Context: an optimization exercise on an open-source flow, tuned for small area, a short achievable clock period and few clock cycles per item. The choices shown serve that exercise and are no tape-out recipe. In this exercise RTL edits were held to simulation tests only and were not proved equivalent to the original. Power figures rest on the tool's default switching activity, not on a simulated workload.

==> umber <==
// block_matmul_top
module block_matmul_top (
    input  logic                clk_i,
    input  logic                rstn_i,
    input  logic                start_i,
    input  logic                north_wr_en_i,
    input  mesh_pkg::data_t     north_wr_data_i,
    input  logic                north_wr_reset_i,
    input  logic                west_wr_en_i,
    input  mesh_pkg::data_t     west_wr_data_i,
    input  logic                west_wr_reset_i,
    input  mesh_pkg::mem_addr_t result_addr_i,
    output logic                north_empty_o,
    output logic                west_empty_o,
    output logic                alloc_done_o,
    output logic                mult_done_o,
    output mesh_pkg::data_t     result_data_o
);
clock: 11.0 ns
lec_check: 0
cap_margin: 20
core_margin: 2
core_utilization: 62
slew_margin: 20
standard.sh (not shown) runs the stock make flow with config.mk's settings and CLKGATE_MAP_FILE= SYNTH_SCRIPT=/design/flow/synth_recipe.tcl, a recipe that flattens the netlist after the stock synthesis.
==> flow/flow/run.sh <==
#!/bin/bash
set -o pipefail
export SETUP_SLACK_MARGIN=7.2
bash standard.sh MATCH_CELL_FOOTPRINT=0 "BUFFER_PORTS_ARGS=-buffer_cell sky130_fd_sc_hd__buf_4" finish > standard.log 2>&1
==> violet: changes against umber <==
--- a/flow/config.mk
+++ b/flow/config.mk
@@ -10,2 +10,4 @@
 export CORE_UTILIZATION = 62
+export CTS_CLUSTER_DIAMETER = 100
+export CTS_CLUSTER_SIZE = 20
 export SLEW_MARGIN = 20
==> results.yml <==
power:
  clkPwrFrac_pct: 18.0
  ir_drop_mv: 0.527
  power_clock_uw: 10700
critical_path:
  endpoint_kind: "output port"
cts:
  postCtsSetupBuffers: 113
detailed_routing:
  wl_met1_um: 183000
run_status:
  outcome: "complete, no violations"
global_route:
  grt_pass1_wl_um: 729000
  met2_usage_pct: 60.7
layout:
  final_util_pct: 70.0
the above is filed under umber

==> results.yml <==
power:
  clkPwrFrac_pct: 12.4
  power_clock_uw: 6820
run_status:
  outcome: "complete, no violations"
cts:
  postCtsSetupBuffers: 118
global_route:
  met2_usage_pct: 60.3
the above is filed under violet

Testbench counts of umber, summed over its fixed seeds: cycles 1,536, items 64.
Testbench counts of violet, summed over its fixed seeds: cycles 1,536, items 64.

==> inputs of 04-10 <==
Starting RTL as in the previous note.
==> flow/design.v (excerpt) <==
module block_matmul_top (
    input  logic                clk_i,
    input  logic                rstn_i,
    input  logic                start_i,
    input  logic                north_wr_en_i,
    input  mesh_pkg::data_t     north_wr_data_i,
    input  logic                north_wr_reset_i,
    input  logic                west_wr_en_i,
    input  mesh_pkg::data_t     west_wr_data_i,
    input  logic                west_wr_reset_i,
    input  mesh_pkg::mem_addr_t result_addr_i,
    output logic                north_empty_o,
    output logic                west_empty_o,
    output logic                alloc_done_o,
    output logic                mult_done_o,
    output mesh_pkg::data_t     result_data_o
);
Settings: LEC_CHECK=0, CAP_MARGIN=20, CORE_MARGIN=2, CORE_UTILIZATION=55, CTS_CLUSTER_DIAMETER=100, CTS_CLUSTER_SIZE=20, SLEW_MARGIN=20; clock period 11.0 ns.
Scripts as last shown in full above: flow/flow/run.sh
==> inputs of 10-15, as changes to 04-10 <==
==> flow/flow/run.sh (replaced) <==
#!/bin/bash
set -o pipefail
export SETUP_SLACK_MARGIN=7.3
bash standard.sh MATCH_CELL_FOOTPRINT=0 "BUFFER_PORTS_ARGS=-buffer_cell sky130_fd_sc_hd__buf_4" finish > standard.log 2>&1
==> comparison table <==
metric                                                              04-10           10-15
Status                                                     finished clean  finished clean
Slowest Stage Delay on Critical Path                              0.53 ns         0.50 ns
Share of cell area taken by multi-input logic gates                39.47%          39.47%
Final total power                                                55.99 mW        57.06 mW
Clock group total power                                           6.90 mW         6.89 mW
Antenna violations before repair                                       27              24
CP bufs+invs                                                            0               4
Sequential power share                                              25.3%           24.8%
Global-route met2 utilization                                      54.79%          55.25%
Met3 usage in global routing                                       8.429%          8.864%
Worst slew slack as a fraction of its limit                        16.58%          15.56%
Drt via density                                                     6.474           6.518
Fillcell total                                                     21.63k          21.44k
Worst R2R End                                        u_result.accin_q[63]        r_q[350]
Worst setup path endpoint                            u_result.accin_q[63]        r_q[350]
Testbench counts of 04-10, summed over its fixed seeds: cycles 1,536, items 64.
Testbench counts of 10-15, summed over its fixed seeds: cycles 1,536, items 64.

## re-timing with driven ports
The results above use ideal ports. As a check the final layouts listed here were re-extracted and re-timed, cells and wires unchanged.
Step 1, drivers: a clkbuf_16 drives clk_i and a buf_2 each remaining input, both assumed.
Step 2 adds t to the input delays and takes it off the output delays; t is the mean of the earliest and latest rising clock arrival at the registers after step 1. Input paths then give back, and output paths get back, about the clock's delay inside the block.
Three values: no drivers, after step 1, after step 2; two values: the first two.
run | t, ns | slack for setup (ns) | slew at the worst register clock pin (ns) | pins driven straight from the clock port
umber | 1.056 | 7.127 / 7.041 / 6.343 | 0.07 / 0.07 | 1
violet | 0.973 | 7.143 / 7.143 / 6.424 | 0.09 / 0.09 | 1
04-10 | 1.003 | 7.083 / 7.083 / 6.399 | 0.09 / 0.09 | 1
10-15 | 0.992 | 7.212 / 7.141 / 6.380 | 0.09 / 0.09 | 1
After both steps every run listed still meets setup and hold. The setup slack of 10-15, which loses most, moves by -0.071 ns with the drivers and by -0.832 ns with both steps.
